This design comes from an exercise in tuning for small area, a short achievable clock period and few clock cycles per item on the open sky130 flow, not from production work. Only the layout flow was run in this run; the RTL was not checked for function there.

$ cat flow/run.sh
#!/bin/bash
# Standard layout, but the port buffers that placement inserts on every input and
# output are the smallest buffer (buf_1); timing repair resizes them where needed.
set -euo pipefail
bash standard.sh BUFFER_PORTS_ARGS="-buffer_cell sky130_fd_sc_hd__buf_1" finish > flow_standard.log 2>&1
$ cat standard.sh
#!/bin/bash
# synth_recipe.tcl (not shown) runs the flow's synth.tcl, then flattens the netlist and writes it again
# the make line also repeats each setting of config.mk as NAME=value (left out here)
make -C /OpenROAD-flow-scripts/flow DESIGN_CONFIG=/design/flow/config.mk WORK_HOME=/design/flow/orfs CLKGATE_MAP_FILE= SYNTH_SCRIPT=/design/flow/synth_recipe.tcl "${@:-finish}"
$ cat config.mk
export PLATFORM = sky130hd
export DESIGN_NAME = fnv_lane_mix
export DESIGN_NICKNAME = fnv_lane_mix
export VERILOG_FILES = /design/flow/design.v
export SDC_FILE = /design/flow/constraint.sdc
export NUM_CORES = 4
export LEC_CHECK = 0
export CAP_MARGIN = 20
export CORE_MARGIN = 2
export CORE_UTILIZATION = 65
export CTS_BUF_LIST = sky130_fd_sc_hd__clkbuf_8
export CTS_CLUSTER_DIAMETER = 50
export CTS_CLUSTER_SIZE = 18
export SETUP_SLACK_MARGIN = 1.8
export SLEW_MARGIN = 20
$ cat constraint.sdc
create_clock -name core_clock -period 7.0 [get_ports {clk}]
set_input_delay 1.4000 -clock core_clock [delete_from_list [all_inputs] [get_ports {clk}]]
set_output_delay 1.4000 -clock core_clock [all_outputs]
set_load 0.01 [all_outputs]
$ cat design.v
module fnv_lane_mix #(
  parameter int             LANES     = 4,
  parameter int             W         = 32,
  parameter logic [W-1:0]   FNV_PRIME = 32'h01000193
) (
  input  logic               clk,
  input  logic               rst,
  input  logic               in_valid,
  output logic               in_ready,
  input  logic [1:0]         mode,
  input  logic [LANES*W-1:0] a,
  input  logic [LANES*W-1:0] b,
  output logic               out_valid,
  input  logic               out_ready,
  output logic [LANES*W-1:0] c,
  output logic [W-1:0]       digest,
  output logic               out_err
);
  logic         adv;
  logic         v1_q, v2_q, v3_q;
  logic [1:0]   md1_q, md2_q, md3_q;
  logic         f1_q, f2_q;
  logic [W-1:0] r1_l0_q, r1_l3_q, r1_m1_q, r1_x1_q, r1_m2_q, r1_x2_q;
  logic [W-1:0] r2_l0_q, r2_l1_q, r2_l3_q, r2_m2_q, r2_x2_q;
  logic [W-1:0] r3_l0_q, r3_l1_q, r3_l3_q, r3_y2_q;
  logic [W-1:0] a0, a1, a2, a3, b0, b1, b2, b3;
  logic [W-1:0] bx0, bx1, bx2, bx3;
  logic [W-1:0] y0, y3, m1, x1, m2, x2, y1, y2;
  logic         l2;
  assign adv      = !v3_q || out_ready;
  assign in_ready = adv;
  assign {a3, a2, a1, a0} = a;
  assign {b3, b2, b1, b0} = b;
  assign bx0 = mode[0] ? a0 ^ b0 : a0;
  assign bx1 = mode[0] ? a1 ^ b1 : a1;
  assign bx2 = mode[0] ? a2 ^ b2 : a2;
  assign bx3 = mode[0] ? a3 ^ b3 : a3;
  fnv_mulpx u_mul0 (.x(bx0), .k(mode[1] ? a1 : mode[0] ? '0 : b0), .y(y0));
  fnv_mulpx u_mul3 (.x(bx3), .k(mode[0] ? '0 : b3), .y(y3));
  assign m1 = bx1;
  assign x1 = mode[1] ? a2 : mode[0] ? '0 : b1;
  assign m2 = bx2;
  assign x2 = mode[1] ? a3 : mode[0] ? '0 : b2;
  fnv_mulpx u_mul1 (.x(f1_q ? r1_l0_q : r1_m1_q), .k(r1_x1_q), .y(y1));
  assign l2 = !md2_q[1];
  fnv_mulpx u_mul2 (.x(f2_q ? r2_l1_q : r2_m2_q), .k(r2_x2_q), .y(y2));
  always_ff @(posedge clk) begin
    if (rst) begin
      v1_q <= 1'b0;
      v2_q <= 1'b0;
      v3_q <= 1'b0;
    end else if (adv) begin
      v1_q <= in_valid;
      v2_q <= v1_q;
      v3_q <= v2_q;
    end
  end
  always_ff @(posedge clk) begin
    if (adv) begin
      md1_q   <= mode;
      f1_q    <= (mode == 2'd2);
      r1_l0_q <= y0;
      r1_l3_q <= y3;
      r1_m1_q <= m1;
      r1_x1_q <= x1;
      r1_m2_q <= m2;
      r1_x2_q <= x2;
      md2_q   <= md1_q;
      f2_q    <= f1_q;
      r2_l0_q <= r1_l0_q;
      r2_l1_q <= y1;
      r2_l3_q <= r1_l3_q;
      r2_m2_q <= r1_m2_q;
      r2_x2_q <= r1_x2_q;
      md3_q   <= md2_q;
      r3_l0_q <= l2 ? r2_l0_q : '0;
      r3_l1_q <= l2 ? r2_l1_q : '0;
      r3_l3_q <= l2 ? r2_l3_q : '0;
      r3_y2_q <= y2;
    end
  end
  assign out_valid = v3_q;
  assign c         = {r3_l3_q, md3_q[1] ? '0 : r3_y2_q, r3_l1_q, r3_l0_q};
  assign digest    = (md3_q == 2'd2) ? r3_y2_q : '0;
  assign out_err   = (md3_q == 2'd3);
endmodule
module fnv_mulpx (input logic [31:0] x, input logic [31:0] k, output logic [31:0] y);
  logic [31:0] r0, r1;
  logic t1, t2, t3, t4, t5, t6, t7, t8, t9, t10, t11, t12, t13, t14, t15, t16;
  logic t17, t18, t19, t20, t21, t22, t23, t24, t25, t26, t27, t28, t29, t30, t31, t32;
  logic t33, t34, t35, t36, t37, t38, t39, t40, t41, t42, t43, t44, t45, t46, t47, t48;
  logic t49, t50, t51, t52, t53, t54, t55, t56, t57, t58, t59, t60, t61, t62, t63, t64;
  logic t65, t66, t67, t68, t69, t70, t71, t72, t73, t74, t75, t76, t77, t78, t79, t80;
  logic t81, t82, t83, t84, t85, t86, t87, t88, t89, t90, t91, t92, t93, t94, t95, t96;
  logic t97, t98, t99, t100, t101, t102, t103, t104, t105, t106, t107, t108, t109, t110, t111, t112;
  logic t113, t114, t115, t116, t117, t118, t119, t120, t121, t122, t123, t124, t125, t126, t127, t128;
  logic t129, t130, t131, t132, t133, t134, t135, t136, t137, t138, t139, t140, t141, t142, t143, t144;
  logic t145, t146, t147, t148, t149, t150, t151, t152, t153, t154, t155, t156, t157, t158, t159, t160;
  logic t161, t162, t163, t164, t165, t166;
  assign t1 = x[8] ^ x[7];
  assign t2 = x[8] & x[7];
  assign t3 = x[9] ^ x[8] ^ x[5];
  assign t4 = (x[9] & x[8]) | (x[9] & x[5]) | (x[8] & x[5]);
  assign t5 = x[10] ^ x[9] ^ x[6];
  assign t6 = (x[10] & x[9]) | (x[10] & x[6]) | (x[9] & x[6]);
  assign t7 = x[11] ^ x[10] ^ x[7];
  assign t8 = (x[11] & x[10]) | (x[11] & x[7]) | (x[10] & x[7]);
  assign t9 = x[12] ^ x[11] ^ x[8];
  assign t10 = (x[12] & x[11]) | (x[12] & x[8]) | (x[11] & x[8]);
  assign t11 = x[13] ^ x[12] ^ x[9];
  assign t12 = (x[13] & x[12]) | (x[13] & x[9]) | (x[12] & x[9]);
  assign t13 = x[14] ^ x[13] ^ x[10];
  assign t14 = (x[14] & x[13]) | (x[14] & x[10]) | (x[13] & x[10]);
  assign t15 = x[15] ^ x[14] ^ x[11];
  assign t16 = (x[15] & x[14]) | (x[15] & x[11]) | (x[14] & x[11]);
  assign t17 = x[16] ^ x[15] ^ x[12];
  assign t18 = (x[16] & x[15]) | (x[16] & x[12]) | (x[15] & x[12]);
  assign t19 = x[17] ^ x[16] ^ x[13];
  assign t20 = (x[17] & x[16]) | (x[17] & x[13]) | (x[16] & x[13]);
  assign t21 = x[18] ^ x[17] ^ x[14];
  assign t22 = (x[18] & x[17]) | (x[18] & x[14]) | (x[17] & x[14]);
  assign t23 = x[19] ^ x[18] ^ x[15];
  assign t24 = (x[19] & x[18]) | (x[19] & x[15]) | (x[18] & x[15]);
  assign t25 = x[20] ^ x[19] ^ x[16];
  assign t26 = (x[20] & x[19]) | (x[20] & x[16]) | (x[19] & x[16]);
  assign t27 = x[21] ^ x[20] ^ x[17];
  assign t28 = (x[21] & x[20]) | (x[21] & x[17]) | (x[20] & x[17]);
  assign t29 = x[22] ^ x[21] ^ x[18];
  assign t30 = (x[22] & x[21]) | (x[22] & x[18]) | (x[21] & x[18]);
  assign t31 = x[23] ^ x[22] ^ x[19];
  assign t32 = (x[23] & x[22]) | (x[23] & x[19]) | (x[22] & x[19]);
  assign t33 = x[24] ^ x[23] ^ x[20];
  assign t34 = (x[24] & x[23]) | (x[24] & x[20]) | (x[23] & x[20]);
  assign t35 = x[17] ^ x[16];
  assign t36 = x[17] & x[16];
  assign t37 = x[25] ^ x[24] ^ x[21];
  assign t38 = (x[25] & x[24]) | (x[25] & x[21]) | (x[24] & x[21]);
  assign t39 = x[18] ^ x[17] ^ x[1];
  assign t40 = (x[18] & x[17]) | (x[18] & x[1]) | (x[17] & x[1]);
  assign t41 = x[26] ^ x[25] ^ x[22];
  assign t42 = (x[26] & x[25]) | (x[26] & x[22]) | (x[25] & x[22]);
  assign t43 = x[19] ^ x[18] ^ x[2];
  assign t44 = (x[19] & x[18]) | (x[19] & x[2]) | (x[18] & x[2]);
  assign t45 = x[27] ^ x[26] ^ x[23];
  assign t46 = (x[27] & x[26]) | (x[27] & x[23]) | (x[26] & x[23]);
  assign t47 = x[20] ^ x[19] ^ x[3];
  assign t48 = (x[20] & x[19]) | (x[20] & x[3]) | (x[19] & x[3]);
  assign t49 = x[28] ^ x[27] ^ x[24];
  assign t50 = (x[28] & x[27]) | (x[28] & x[24]) | (x[27] & x[24]);
  assign t51 = x[21] ^ x[20] ^ x[4];
  assign t52 = (x[21] & x[20]) | (x[21] & x[4]) | (x[20] & x[4]);
  assign t53 = x[29] ^ x[28] ^ x[25];
  assign t54 = (x[29] & x[28]) | (x[29] & x[25]) | (x[28] & x[25]);
  assign t55 = x[22] ^ x[21] ^ x[5];
  assign t56 = (x[22] & x[21]) | (x[22] & x[5]) | (x[21] & x[5]);
  assign t57 = x[30] ^ x[29] ^ x[26];
  assign t58 = (x[30] & x[29]) | (x[30] & x[26]) | (x[29] & x[26]);
  assign t59 = x[23] ^ x[22] ^ x[6];
  assign t60 = (x[23] & x[22]) | (x[23] & x[6]) | (x[22] & x[6]);
  assign t61 = x[31] ^ x[30] ^ x[27];
  assign t62 = x[24] ^ x[23] ^ x[7];
  assign t63 = x[7] ^ x[6];
  assign t64 = x[7] & x[6];
  assign t65 = t1 ^ x[4] ^ x[1];
  assign t66 = (t1 & x[4]) | (t1 & x[1]) | (x[4] & x[1]);
  assign t67 = t3 ^ x[2] ^ x[1];
  assign t68 = (t3 & x[2]) | (t3 & x[1]) | (x[2] & x[1]);
  assign t69 = t5 ^ x[3] ^ x[2];
  assign t70 = (t5 & x[3]) | (t5 & x[2]) | (x[3] & x[2]);
  assign t71 = t7 ^ x[4] ^ x[3];
  assign t72 = (t7 & x[4]) | (t7 & x[3]) | (x[4] & x[3]);
  assign t73 = t9 ^ x[5] ^ x[4];
  assign t74 = (t9 & x[5]) | (t9 & x[4]) | (x[5] & x[4]);
  assign t75 = t11 ^ x[6] ^ x[5];
  assign t76 = (t11 & x[6]) | (t11 & x[5]) | (x[6] & x[5]);
  assign t77 = t13 ^ x[7] ^ x[6];
  assign t78 = (t13 & x[7]) | (t13 & x[6]) | (x[7] & x[6]);
  assign t79 = t15 ^ x[8] ^ x[7];
  assign t80 = (t15 & x[8]) | (t15 & x[7]) | (x[8] & x[7]);
  assign t81 = t17 ^ x[9] ^ x[8];
  assign t82 = (t17 & x[9]) | (t17 & x[8]) | (x[9] & x[8]);
  assign t83 = t19 ^ x[10] ^ x[9];
  assign t84 = (t19 & x[10]) | (t19 & x[9]) | (x[10] & x[9]);
  assign t85 = t21 ^ x[11] ^ x[10];
  assign t86 = (t21 & x[11]) | (t21 & x[10]) | (x[11] & x[10]);
  assign t87 = t23 ^ x[12] ^ x[11];
  assign t88 = (t23 & x[12]) | (t23 & x[11]) | (x[12] & x[11]);
  assign t89 = t25 ^ x[13] ^ x[12];
  assign t90 = (t25 & x[13]) | (t25 & x[12]) | (x[13] & x[12]);
  assign t91 = t27 ^ x[14] ^ x[13];
  assign t92 = (t27 & x[14]) | (t27 & x[13]) | (x[14] & x[13]);
  assign t93 = t29 ^ x[15] ^ x[14];
  assign t94 = (t29 & x[15]) | (t29 & x[14]) | (x[15] & x[14]);
  assign t95 = t31 ^ x[16] ^ x[15];
  assign t96 = (t31 & x[16]) | (t31 & x[15]) | (x[16] & x[15]);
  assign t97 = t33 ^ t35 ^ x[0];
  assign t98 = (t33 & t35) | (t33 & x[0]) | (t35 & x[0]);
  assign t99 = t37 ^ t39 ^ t34;
  assign t100 = (t37 & t39) | (t37 & t34) | (t39 & t34);
  assign t101 = t41 ^ t43 ^ t38;
  assign t102 = (t41 & t43) | (t41 & t38) | (t43 & t38);
  assign t103 = t45 ^ t47 ^ t42;
  assign t104 = (t45 & t47) | (t45 & t42) | (t47 & t42);
  assign t105 = t49 ^ t51 ^ t46;
  assign t106 = (t49 & t51) | (t49 & t46) | (t51 & t46);
  assign t107 = t53 ^ t55 ^ t50;
  assign t108 = (t53 & t55) | (t53 & t50) | (t55 & t50);
  assign t109 = t57 ^ t59 ^ t54;
  assign t110 = (t57 & t59) | (t57 & t54) | (t59 & t54);
  assign t111 = t61 ^ t62 ^ t58;
  assign t112 = x[4] ^ x[3];
  assign t113 = x[4] & x[3];
  assign t114 = x[5] ^ x[4] ^ x[1];
  assign t115 = (x[5] & x[4]) | (x[5] & x[1]) | (x[4] & x[1]);
  assign t116 = x[6] ^ x[5] ^ x[2];
  assign t117 = (x[6] & x[5]) | (x[6] & x[2]) | (x[5] & x[2]);
  assign t118 = t63 ^ x[3] ^ x[0];
  assign t119 = (t63 & x[3]) | (t63 & x[0]) | (x[3] & x[0]);
  assign t120 = t65 ^ x[0] ^ t64;
  assign t121 = (t65 & x[0]) | (t65 & t64) | (x[0] & t64);
  assign t122 = t67 ^ t2 ^ t66;
  assign t123 = (t67 & t2) | (t67 & t66) | (t2 & t66);
  assign t124 = t69 ^ t4 ^ t68;
  assign t125 = (t69 & t4) | (t69 & t68) | (t4 & t68);
  assign t126 = t71 ^ t6 ^ t70;
  assign t127 = (t71 & t6) | (t71 & t70) | (t6 & t70);
  assign t128 = t73 ^ t8 ^ t72;
  assign t129 = (t73 & t8) | (t73 & t72) | (t8 & t72);
  assign t130 = t75 ^ t10 ^ t74;
  assign t131 = (t75 & t10) | (t75 & t74) | (t10 & t74);
  assign t132 = t77 ^ t12 ^ t76;
  assign t133 = (t77 & t12) | (t77 & t76) | (t12 & t76);
  assign t134 = t79 ^ t14 ^ t78;
  assign t135 = (t79 & t14) | (t79 & t78) | (t14 & t78);
  assign t136 = t81 ^ t16 ^ t80;
  assign t137 = (t81 & t16) | (t81 & t80) | (t16 & t80);
  assign t138 = t83 ^ t18 ^ t82;
  assign t139 = (t83 & t18) | (t83 & t82) | (t18 & t82);
  assign t140 = t85 ^ t20 ^ t84;
  assign t141 = (t85 & t20) | (t85 & t84) | (t20 & t84);
  assign t142 = t87 ^ t22 ^ t86;
  assign t143 = (t87 & t22) | (t87 & t86) | (t22 & t86);
  assign t144 = t89 ^ t24 ^ t88;
  assign t145 = (t89 & t24) | (t89 & t88) | (t24 & t88);
  assign t146 = t91 ^ t26 ^ t90;
  assign t147 = (t91 & t26) | (t91 & t90) | (t26 & t90);
  assign t148 = t93 ^ t28 ^ t92;
  assign t149 = (t93 & t28) | (t93 & t92) | (t28 & t92);
  assign t150 = t95 ^ t30 ^ t94;
  assign t151 = (t95 & t30) | (t95 & t94) | (t30 & t94);
  assign t152 = t97 ^ t32 ^ t96;
  assign t153 = (t97 & t32) | (t97 & t96) | (t32 & t96);
  assign t154 = t99 ^ t36 ^ t98;
  assign t155 = (t99 & t36) | (t99 & t98) | (t36 & t98);
  assign t156 = t101 ^ t40 ^ t100;
  assign t157 = (t101 & t40) | (t101 & t100) | (t40 & t100);
  assign t158 = t103 ^ t44 ^ t102;
  assign t159 = (t103 & t44) | (t103 & t102) | (t44 & t102);
  assign t160 = t105 ^ t48 ^ t104;
  assign t161 = (t105 & t48) | (t105 & t104) | (t48 & t104);
  assign t162 = t107 ^ t52 ^ t106;
  assign t163 = (t107 & t52) | (t107 & t106) | (t52 & t106);
  assign t164 = t109 ^ t56 ^ t108;
  assign t165 = (t109 & t56) | (t109 & t108) | (t56 & t108);
  assign t166 = t111 ^ t60 ^ t110;
  assign r0 = {t166, t164, t162, t160, t158, t156, t154, t152, t150, t148, t146, t144, t142, t140, t138, t136, t134, t132, t130, t128, t126, t124, t122, t120, t118, t116, t114, t112, x[3], x[2], x[1], x[0]};
  assign r1 = {t165, t163, t161, t159, t157, t155, t153, t151, t149, t147, t145, t143, t141, t139, t137, t135, t133, t131, t129, t127, t125, t123, t121, t119, t117, t115, t113, x[0], x[2], x[1], x[0], 1'b0};
  logic [31:0] g0, p0;
  assign g0 = r0 & r1;
  assign p0 = r0 ^ r1;
  logic gg1; assign gg1 = g0[1] | (p0[1] & g0[0]);
  logic pp1; assign pp1 = p0[1] & p0[0];
  logic gg2; assign gg2 = g0[2] | (p0[2] & g0[1]);
  logic pp2; assign pp2 = p0[2] & p0[1];
  logic gg3; assign gg3 = g0[3] | (p0[3] & g0[2]);
  logic pp3; assign pp3 = p0[3] & p0[2];
  logic gg4; assign gg4 = g0[4] | (p0[4] & g0[3]);
  logic pp4; assign pp4 = p0[4] & p0[3];
  logic gg5; assign gg5 = g0[5] | (p0[5] & g0[4]);
  logic pp5; assign pp5 = p0[5] & p0[4];
  logic gg6; assign gg6 = g0[6] | (p0[6] & g0[5]);
  logic pp6; assign pp6 = p0[6] & p0[5];
  logic gg7; assign gg7 = g0[7] | (p0[7] & g0[6]);
  logic pp7; assign pp7 = p0[7] & p0[6];
  logic gg8; assign gg8 = g0[8] | (p0[8] & g0[7]);
  logic pp8; assign pp8 = p0[8] & p0[7];
  logic gg9; assign gg9 = g0[9] | (p0[9] & g0[8]);
  logic pp9; assign pp9 = p0[9] & p0[8];
  logic gg10; assign gg10 = g0[10] | (p0[10] & g0[9]);
  logic pp10; assign pp10 = p0[10] & p0[9];
  logic gg11; assign gg11 = g0[11] | (p0[11] & g0[10]);
  logic pp11; assign pp11 = p0[11] & p0[10];
  logic gg12; assign gg12 = g0[12] | (p0[12] & g0[11]);
  logic pp12; assign pp12 = p0[12] & p0[11];
  logic gg13; assign gg13 = g0[13] | (p0[13] & g0[12]);
  logic pp13; assign pp13 = p0[13] & p0[12];
  logic gg14; assign gg14 = g0[14] | (p0[14] & g0[13]);
  logic pp14; assign pp14 = p0[14] & p0[13];
  logic gg15; assign gg15 = g0[15] | (p0[15] & g0[14]);
  logic pp15; assign pp15 = p0[15] & p0[14];
  logic gg16; assign gg16 = g0[16] | (p0[16] & g0[15]);
  logic pp16; assign pp16 = p0[16] & p0[15];
  logic gg17; assign gg17 = g0[17] | (p0[17] & g0[16]);
  logic pp17; assign pp17 = p0[17] & p0[16];
  logic gg18; assign gg18 = g0[18] | (p0[18] & g0[17]);
  logic pp18; assign pp18 = p0[18] & p0[17];
  logic gg19; assign gg19 = g0[19] | (p0[19] & g0[18]);
  logic pp19; assign pp19 = p0[19] & p0[18];
  logic gg20; assign gg20 = g0[20] | (p0[20] & g0[19]);
  logic pp20; assign pp20 = p0[20] & p0[19];
  logic gg21; assign gg21 = g0[21] | (p0[21] & g0[20]);
  logic pp21; assign pp21 = p0[21] & p0[20];
  logic gg22; assign gg22 = g0[22] | (p0[22] & g0[21]);
  logic pp22; assign pp22 = p0[22] & p0[21];
  logic gg23; assign gg23 = g0[23] | (p0[23] & g0[22]);
  logic pp23; assign pp23 = p0[23] & p0[22];
  logic gg24; assign gg24 = g0[24] | (p0[24] & g0[23]);
  logic pp24; assign pp24 = p0[24] & p0[23];
  logic gg25; assign gg25 = g0[25] | (p0[25] & g0[24]);
  logic pp25; assign pp25 = p0[25] & p0[24];
  logic gg26; assign gg26 = g0[26] | (p0[26] & g0[25]);
  logic pp26; assign pp26 = p0[26] & p0[25];
  logic gg27; assign gg27 = g0[27] | (p0[27] & g0[26]);
  logic pp27; assign pp27 = p0[27] & p0[26];
  logic gg28; assign gg28 = g0[28] | (p0[28] & g0[27]);
  logic pp28; assign pp28 = p0[28] & p0[27];
  logic gg29; assign gg29 = g0[29] | (p0[29] & g0[28]);
  logic pp29; assign pp29 = p0[29] & p0[28];
  logic gg30; assign gg30 = g0[30] | (p0[30] & g0[29]);
  logic pp30; assign pp30 = p0[30] & p0[29];
  logic gg31; assign gg31 = g0[31] | (p0[31] & g0[30]);
  logic pp31; assign pp31 = p0[31] & p0[30];
  logic gg32; assign gg32 = gg2 | (pp2 & g0[0]);
  logic pp32; assign pp32 = pp2 & p0[0];
  logic gg33; assign gg33 = gg3 | (pp3 & gg1);
  logic pp33; assign pp33 = pp3 & pp1;
  logic gg34; assign gg34 = gg4 | (pp4 & gg2);
  logic pp34; assign pp34 = pp4 & pp2;
  logic gg35; assign gg35 = gg5 | (pp5 & gg3);
  logic pp35; assign pp35 = pp5 & pp3;
  logic gg36; assign gg36 = gg6 | (pp6 & gg4);
  logic pp36; assign pp36 = pp6 & pp4;
  logic gg37; assign gg37 = gg7 | (pp7 & gg5);
  logic pp37; assign pp37 = pp7 & pp5;
  logic gg38; assign gg38 = gg8 | (pp8 & gg6);
  logic pp38; assign pp38 = pp8 & pp6;
  logic gg39; assign gg39 = gg9 | (pp9 & gg7);
  logic pp39; assign pp39 = pp9 & pp7;
  logic gg40; assign gg40 = gg10 | (pp10 & gg8);
  logic pp40; assign pp40 = pp10 & pp8;
  logic gg41; assign gg41 = gg11 | (pp11 & gg9);
  logic pp41; assign pp41 = pp11 & pp9;
  logic gg42; assign gg42 = gg12 | (pp12 & gg10);
  logic pp42; assign pp42 = pp12 & pp10;
  logic gg43; assign gg43 = gg13 | (pp13 & gg11);
  logic pp43; assign pp43 = pp13 & pp11;
  logic gg44; assign gg44 = gg14 | (pp14 & gg12);
  logic pp44; assign pp44 = pp14 & pp12;
  logic gg45; assign gg45 = gg15 | (pp15 & gg13);
  logic pp45; assign pp45 = pp15 & pp13;
  logic gg46; assign gg46 = gg16 | (pp16 & gg14);
  logic pp46; assign pp46 = pp16 & pp14;
  logic gg47; assign gg47 = gg17 | (pp17 & gg15);
  logic pp47; assign pp47 = pp17 & pp15;
  logic gg48; assign gg48 = gg18 | (pp18 & gg16);
  logic pp48; assign pp48 = pp18 & pp16;
  logic gg49; assign gg49 = gg19 | (pp19 & gg17);
  logic pp49; assign pp49 = pp19 & pp17;
  logic gg50; assign gg50 = gg20 | (pp20 & gg18);
  logic pp50; assign pp50 = pp20 & pp18;
  logic gg51; assign gg51 = gg21 | (pp21 & gg19);
  logic pp51; assign pp51 = pp21 & pp19;
  logic gg52; assign gg52 = gg22 | (pp22 & gg20);
  logic pp52; assign pp52 = pp22 & pp20;
  logic gg53; assign gg53 = gg23 | (pp23 & gg21);
  logic pp53; assign pp53 = pp23 & pp21;
  logic gg54; assign gg54 = gg24 | (pp24 & gg22);
  logic pp54; assign pp54 = pp24 & pp22;
  logic gg55; assign gg55 = gg25 | (pp25 & gg23);
  logic pp55; assign pp55 = pp25 & pp23;
  logic gg56; assign gg56 = gg26 | (pp26 & gg24);
  logic pp56; assign pp56 = pp26 & pp24;
  logic gg57; assign gg57 = gg27 | (pp27 & gg25);
  logic pp57; assign pp57 = pp27 & pp25;
  logic gg58; assign gg58 = gg28 | (pp28 & gg26);
  logic pp58; assign pp58 = pp28 & pp26;
  logic gg59; assign gg59 = gg29 | (pp29 & gg27);
  logic pp59; assign pp59 = pp29 & pp27;
  logic gg60; assign gg60 = gg30 | (pp30 & gg28);
  logic pp60; assign pp60 = pp30 & pp28;
  logic gg61; assign gg61 = gg31 | (pp31 & gg29);
  logic pp61; assign pp61 = pp31 & pp29;
  logic gg62; assign gg62 = gg34 | (pp34 & g0[0]);
  logic pp62; assign pp62 = pp34 & p0[0];
  logic gg63; assign gg63 = gg35 | (pp35 & gg1);
  logic pp63; assign pp63 = pp35 & pp1;
  logic gg64; assign gg64 = gg36 | (pp36 & gg32);
  logic pp64; assign pp64 = pp36 & pp32;
  logic gg65; assign gg65 = gg37 | (pp37 & gg33);
  logic pp65; assign pp65 = pp37 & pp33;
  logic gg66; assign gg66 = gg38 | (pp38 & gg34);
  logic pp66; assign pp66 = pp38 & pp34;
  logic gg67; assign gg67 = gg39 | (pp39 & gg35);
  logic pp67; assign pp67 = pp39 & pp35;
  logic gg68; assign gg68 = gg40 | (pp40 & gg36);
  logic pp68; assign pp68 = pp40 & pp36;
  logic gg69; assign gg69 = gg41 | (pp41 & gg37);
  logic pp69; assign pp69 = pp41 & pp37;
  logic gg70; assign gg70 = gg42 | (pp42 & gg38);
  logic pp70; assign pp70 = pp42 & pp38;
  logic gg71; assign gg71 = gg43 | (pp43 & gg39);
  logic pp71; assign pp71 = pp43 & pp39;
  logic gg72; assign gg72 = gg44 | (pp44 & gg40);
  logic pp72; assign pp72 = pp44 & pp40;
  logic gg73; assign gg73 = gg45 | (pp45 & gg41);
  logic pp73; assign pp73 = pp45 & pp41;
  logic gg74; assign gg74 = gg46 | (pp46 & gg42);
  logic pp74; assign pp74 = pp46 & pp42;
  logic gg75; assign gg75 = gg47 | (pp47 & gg43);
  logic pp75; assign pp75 = pp47 & pp43;
  logic gg76; assign gg76 = gg48 | (pp48 & gg44);
  logic pp76; assign pp76 = pp48 & pp44;
  logic gg77; assign gg77 = gg49 | (pp49 & gg45);
  logic pp77; assign pp77 = pp49 & pp45;
  logic gg78; assign gg78 = gg50 | (pp50 & gg46);
  logic pp78; assign pp78 = pp50 & pp46;
  logic gg79; assign gg79 = gg51 | (pp51 & gg47);
  logic pp79; assign pp79 = pp51 & pp47;
  logic gg80; assign gg80 = gg52 | (pp52 & gg48);
  logic pp80; assign pp80 = pp52 & pp48;
  logic gg81; assign gg81 = gg53 | (pp53 & gg49);
  logic pp81; assign pp81 = pp53 & pp49;
  logic gg82; assign gg82 = gg54 | (pp54 & gg50);
  logic pp82; assign pp82 = pp54 & pp50;
  logic gg83; assign gg83 = gg55 | (pp55 & gg51);
  logic pp83; assign pp83 = pp55 & pp51;
  logic gg84; assign gg84 = gg56 | (pp56 & gg52);
  logic pp84; assign pp84 = pp56 & pp52;
  logic gg85; assign gg85 = gg57 | (pp57 & gg53);
  logic pp85; assign pp85 = pp57 & pp53;
  logic gg86; assign gg86 = gg58 | (pp58 & gg54);
  logic pp86; assign pp86 = pp58 & pp54;
  logic gg87; assign gg87 = gg59 | (pp59 & gg55);
  logic pp87; assign pp87 = pp59 & pp55;
  logic gg88; assign gg88 = gg60 | (pp60 & gg56);
  logic pp88; assign pp88 = pp60 & pp56;
  logic gg89; assign gg89 = gg61 | (pp61 & gg57);
  logic pp89; assign pp89 = pp61 & pp57;
  logic gg90; assign gg90 = gg66 | (pp66 & g0[0]);
  logic pp90; assign pp90 = pp66 & p0[0];
  logic gg91; assign gg91 = gg67 | (pp67 & gg1);
  logic pp91; assign pp91 = pp67 & pp1;
  logic gg92; assign gg92 = gg68 | (pp68 & gg32);
  logic pp92; assign pp92 = pp68 & pp32;
  logic gg93; assign gg93 = gg69 | (pp69 & gg33);
  logic pp93; assign pp93 = pp69 & pp33;
  logic gg94; assign gg94 = gg70 | (pp70 & gg62);
  logic pp94; assign pp94 = pp70 & pp62;
  logic gg95; assign gg95 = gg71 | (pp71 & gg63);
  logic pp95; assign pp95 = pp71 & pp63;
  logic gg96; assign gg96 = gg72 | (pp72 & gg64);
  logic pp96; assign pp96 = pp72 & pp64;
  logic gg97; assign gg97 = gg73 | (pp73 & gg65);
  logic pp97; assign pp97 = pp73 & pp65;
  logic gg98; assign gg98 = gg74 | (pp74 & gg66);
  logic pp98; assign pp98 = pp74 & pp66;
  logic gg99; assign gg99 = gg75 | (pp75 & gg67);
  logic pp99; assign pp99 = pp75 & pp67;
  logic gg100; assign gg100 = gg76 | (pp76 & gg68);
  logic pp100; assign pp100 = pp76 & pp68;
  logic gg101; assign gg101 = gg77 | (pp77 & gg69);
  logic pp101; assign pp101 = pp77 & pp69;
  logic gg102; assign gg102 = gg78 | (pp78 & gg70);
  logic pp102; assign pp102 = pp78 & pp70;
  logic gg103; assign gg103 = gg79 | (pp79 & gg71);
  logic pp103; assign pp103 = pp79 & pp71;
  logic gg104; assign gg104 = gg80 | (pp80 & gg72);
  logic pp104; assign pp104 = pp80 & pp72;
  logic gg105; assign gg105 = gg81 | (pp81 & gg73);
  logic pp105; assign pp105 = pp81 & pp73;
  logic gg106; assign gg106 = gg82 | (pp82 & gg74);
  logic pp106; assign pp106 = pp82 & pp74;
  logic gg107; assign gg107 = gg83 | (pp83 & gg75);
  logic pp107; assign pp107 = pp83 & pp75;
  logic gg108; assign gg108 = gg84 | (pp84 & gg76);
  logic pp108; assign pp108 = pp84 & pp76;
  logic gg109; assign gg109 = gg85 | (pp85 & gg77);
  logic pp109; assign pp109 = pp85 & pp77;
  logic gg110; assign gg110 = gg86 | (pp86 & gg78);
  logic pp110; assign pp110 = pp86 & pp78;
  logic gg111; assign gg111 = gg87 | (pp87 & gg79);
  logic pp111; assign pp111 = pp87 & pp79;
  logic gg112; assign gg112 = gg88 | (pp88 & gg80);
  logic pp112; assign pp112 = pp88 & pp80;
  logic gg113; assign gg113 = gg89 | (pp89 & gg81);
  logic pp113; assign pp113 = pp89 & pp81;
  logic gg114; assign gg114 = gg98 | (pp98 & g0[0]);
  logic pp114; assign pp114 = pp98 & p0[0];
  logic gg115; assign gg115 = gg99 | (pp99 & gg1);
  logic pp115; assign pp115 = pp99 & pp1;
  logic gg116; assign gg116 = gg100 | (pp100 & gg32);
  logic pp116; assign pp116 = pp100 & pp32;
  logic gg117; assign gg117 = gg101 | (pp101 & gg33);
  logic pp117; assign pp117 = pp101 & pp33;
  logic gg118; assign gg118 = gg102 | (pp102 & gg62);
  logic pp118; assign pp118 = pp102 & pp62;
  logic gg119; assign gg119 = gg103 | (pp103 & gg63);
  logic pp119; assign pp119 = pp103 & pp63;
  logic gg120; assign gg120 = gg104 | (pp104 & gg64);
  logic pp120; assign pp120 = pp104 & pp64;
  logic gg121; assign gg121 = gg105 | (pp105 & gg65);
  logic pp121; assign pp121 = pp105 & pp65;
  logic gg122; assign gg122 = gg106 | (pp106 & gg90);
  logic pp122; assign pp122 = pp106 & pp90;
  logic gg123; assign gg123 = gg107 | (pp107 & gg91);
  logic pp123; assign pp123 = pp107 & pp91;
  logic gg124; assign gg124 = gg108 | (pp108 & gg92);
  logic pp124; assign pp124 = pp108 & pp92;
  logic gg125; assign gg125 = gg109 | (pp109 & gg93);
  logic pp125; assign pp125 = pp109 & pp93;
  logic gg126; assign gg126 = gg110 | (pp110 & gg94);
  logic pp126; assign pp126 = pp110 & pp94;
  logic gg127; assign gg127 = gg111 | (pp111 & gg95);
  logic pp127; assign pp127 = pp111 & pp95;
  logic gg128; assign gg128 = gg112 | (pp112 & gg96);
  logic pp128; assign pp128 = pp112 & pp96;
  logic gg129; assign gg129 = gg113 | (pp113 & gg97);
  logic pp129; assign pp129 = pp113 & pp97;
  logic [31:0] cc;
  assign cc[0] = 1'b0;
  assign cc[1] = g0[0];
  assign cc[2] = gg1;
  assign cc[3] = gg32;
  assign cc[4] = gg33;
  assign cc[5] = gg62;
  assign cc[6] = gg63;
  assign cc[7] = gg64;
  assign cc[8] = gg65;
  assign cc[9] = gg90;
  assign cc[10] = gg91;
  assign cc[11] = gg92;
  assign cc[12] = gg93;
  assign cc[13] = gg94;
  assign cc[14] = gg95;
  assign cc[15] = gg96;
  assign cc[16] = gg97;
  assign cc[17] = gg114;
  assign cc[18] = gg115;
  assign cc[19] = gg116;
  assign cc[20] = gg117;
  assign cc[21] = gg118;
  assign cc[22] = gg119;
  assign cc[23] = gg120;
  assign cc[24] = gg121;
  assign cc[25] = gg122;
  assign cc[26] = gg123;
  assign cc[27] = gg124;
  assign cc[28] = gg125;
  assign cc[29] = gg126;
  assign cc[30] = gg127;
  assign cc[31] = gg128;
  assign y = (p0 ^ k) ^ cc;
endmodule
==> run summary <==
die area 0.0538 mm2; initial antenna violation count 7; EDFF count, synth 488; CP peak stage delay 0.53 ns; DR DRC count 0; Max Cap Violations 0; Via density 5.85; final hold violations 0; share of layout cells above drive strength 1 13.3%; core area 0.0513 mm2; Num CTS Buffers 48; Net Count, Synth 3527; hold buffers post-CTS 0; crit-path max FO 14; Ys Warns 1; Final #Nets 4060; asr flop ratio synth 0%; Worst Path Buf+Inv 8; DR WL/cell 24.2 um; crit path cell chain buf_12 -> buf_4 -> mux2i_4 -> fa_1 -> inv_1 -> fa_1 -> inv_1 -> fa_1 -> inv_1 -> ha_1 -> a211o_1 -> or3_1 -> a211oi_2 -> buf_4 -> nor4_4 -> o21ai_2 -> buf_4 -> buf_4 -> and2_1 -> nor2b_1 -> nor2_1 -> xnor2_1; Post-Syn Area 0.0338 mm2; Worst slew margin 29.3%; #FFs+latches synth 491; Most used DFF post-synth edfxtp_1; Area Growth Syn to Fin 19.0%; crit path kind register to register; flop-to-flop setup slack 1.58 ns; routability-driven placement congestion ratio 1.01; Clock Pin Slew Worst Setup and Hold Paths 0.10 ns; status complete, no violations; Hold WC Path Type register to register; arrival time worst endpoint 5.87 ns; first-pass GRT wire length 144000 um; setup TNS 0 ns; Area contributors post-synth edfxtp_1 (43%), fa_1 (14%), xnor2_1 (10%); Ports 425; H-tree levels 2; max-slew violation count 0; CP top delay family adder cells; fin crit period 5.42 ns; Req. time, crit path 7.45 ns; vias post-DR 24200; Critical-path top delay cell fa_1; Post-DRT Antenna Nets 0; total gr overflow 0; CTS Root Cell clkbuf_8; clk latency of the worst-skew pair 0.71 ns; Die Height 232 um; row count 83; Num Clock Sinks 491; area leader, netlist edfxtp_1; GRT Total Usage 36.7%; die width 232 um; number of port buffers 424; crit start category register; final WL 99900 um; RSZ-0062 raised after global routing true; # setup viols final 0; largest net degree at the start of global routing 181; worst clock skew 0.0491 ns; Max Fclk 0.185 GHz; commonest non-fill, non-tap cell in the layout edfxtp_1; Initial Util 65.8%; DRT Pass-1 Iters 6; number of distinct library cells after synthesis 64; number of global-route vias before repair 24300; Yosys top cell area share 43.4%; CP most frequent cell buf_4; syn_area_per_cell 11.8 um2; highest-count cells in the layout ignoring fill and taps edfxtp_1 (488), buf_1 (416), xnor2_1 (382); CP Capture Type register; CTS tree yes; Clock Tree Buf Depth 3; register area share after synthesis 43.6%; filler cell count in the final layout 3137; Tcrit/Tclk final 77.4%; Worst Max-Slew Pin Slew 1.06 ns; initial DRC count 2508; final design utilization 78.3%; dpl hpwl 76500 um; Synth Instances 2869
## synth_stat cells (3+ instances only)
cell type	instances
a211oi_1	8
a21o_1	55
a21oi_1	109
a22oi_1	30
a31oi_1	6
and2_1	34
and3_1	8
and4_1	5
buf_1	7
clkbuf_1	63
dfxtp_1	3
edfxtp_1	488
fa_1	238
ha_1	158
inv_1	361
maj3_1	18
mux2_2	16
mux2i_1	50
nand2_1	220
nand2b_1	77
nand3_1	12
nand4_1	10
nor2_1	40
nor2b_1	160
nor3_1	12
o21a_1	8
o21ai_0	96
o21bai_1	8
o221ai_1	4
or2_2	8
or3_1	4
xnor2_1	398
xor2_1	111
## final timing paths
| check | to | depth (start not counted) | start |
|---|---|---|---|
| setup / recovery | r2_l1_q[27] | 22 | f1_q |
| hold / removal | r2_l3_q[30] | 0 | r1_l3_q[30] |
| setup reg to reg | r2_l1_q[27] | 22 | f1_q |
| hold reg to reg | r2_l3_q[30] | 0 | r1_l3_q[30] |
## layout make-up
type | count | area, um2 | area share, %
diodes | 7 | 17.5 | 0.0436
clock buffers | 49 | 674 | 1.68
clock inverters | 38 | 541 | 1.35
inverters | 362 | 1360 | 3.38
multi-input cells | 1946 | 19200 | 47.7
flip-flops and latches | 491 | 14700 | 36.6
well taps | 680 | 851 | 2.12
repair buffers | 553 | 2850 | 7.09
## repair_timing
action,in CTS,in global routing
cloned,3,1
pin swaps,25,41
setup endpoints to repair,54,37
resized for setup,76,73
buffers inserted,21,66
## metal layers
layer  vias up  share of wire [%]  GRT usage, %  wire [um]
met2      1387                 46          57.7      46300
met1     11800                 39          49.9      38600
li1      10600                  -             -          -
met5         -              0.011             0         11
met4         2                5.3          15.9       5300
met3       301                9.7          7.53       9690
## cells by family (layout without fill, tap and decap cells)
group / Yosys count / in the layout / share of synthesized area (%)
DFF: 491 / 491 / 43.6
adders and majority gates: 414 / 414 / 20.5
and+or+nand+nor: 597 / 597 / 9.11
xor gates and xnor gates: 511 / 511 / 13.3
muxes: 66 / 66 / 2.02
AOI/OAI and AO/OA: 358 / 358 / 6.66
buffers and inverters: 432 / 1002 / 4.80
other: 0 / 7 / 0
## metrics by stage
stage	std cells	area, um2	setup WS, ns	hold WS, ns
final	4126	40200	1.58	0.403
after global routing	4124	40200	1.39	0.411
after CTS	4052	39300	1.54	0.402
after detailed placement	3941	37300	0.512	0.405
after global placement	3941	37300	0.567	0.401
after floorplan	2869	34900	0.815	0.400

==> port drivers added, routing unchanged <==
In the flow no input, the clock included, has a driving cell. The finished layout below was timed again as built, in two steps.
Step 1: set_driving_cell puts a clkbuf_16 on clk and a buf_2 on each other input, an assumption about the parent block.
Step 2 moves the port delays by t, midway between the first and last clock arrival at a register: inputs arrive t later, outputs are due t later. That takes back most of the time a late clock gives input paths.
Three values: ideal, step 1, step 2; two values: the first two.
t, ns: 0.748
setup slack, ns: 1.582 / 1.582 / 0.981
worst setup path after step 2: input to register
After both steps this run still meets setup and hold. The setup slack of this run moves by 0.000 ns with the drivers and by -0.601 ns with both steps.
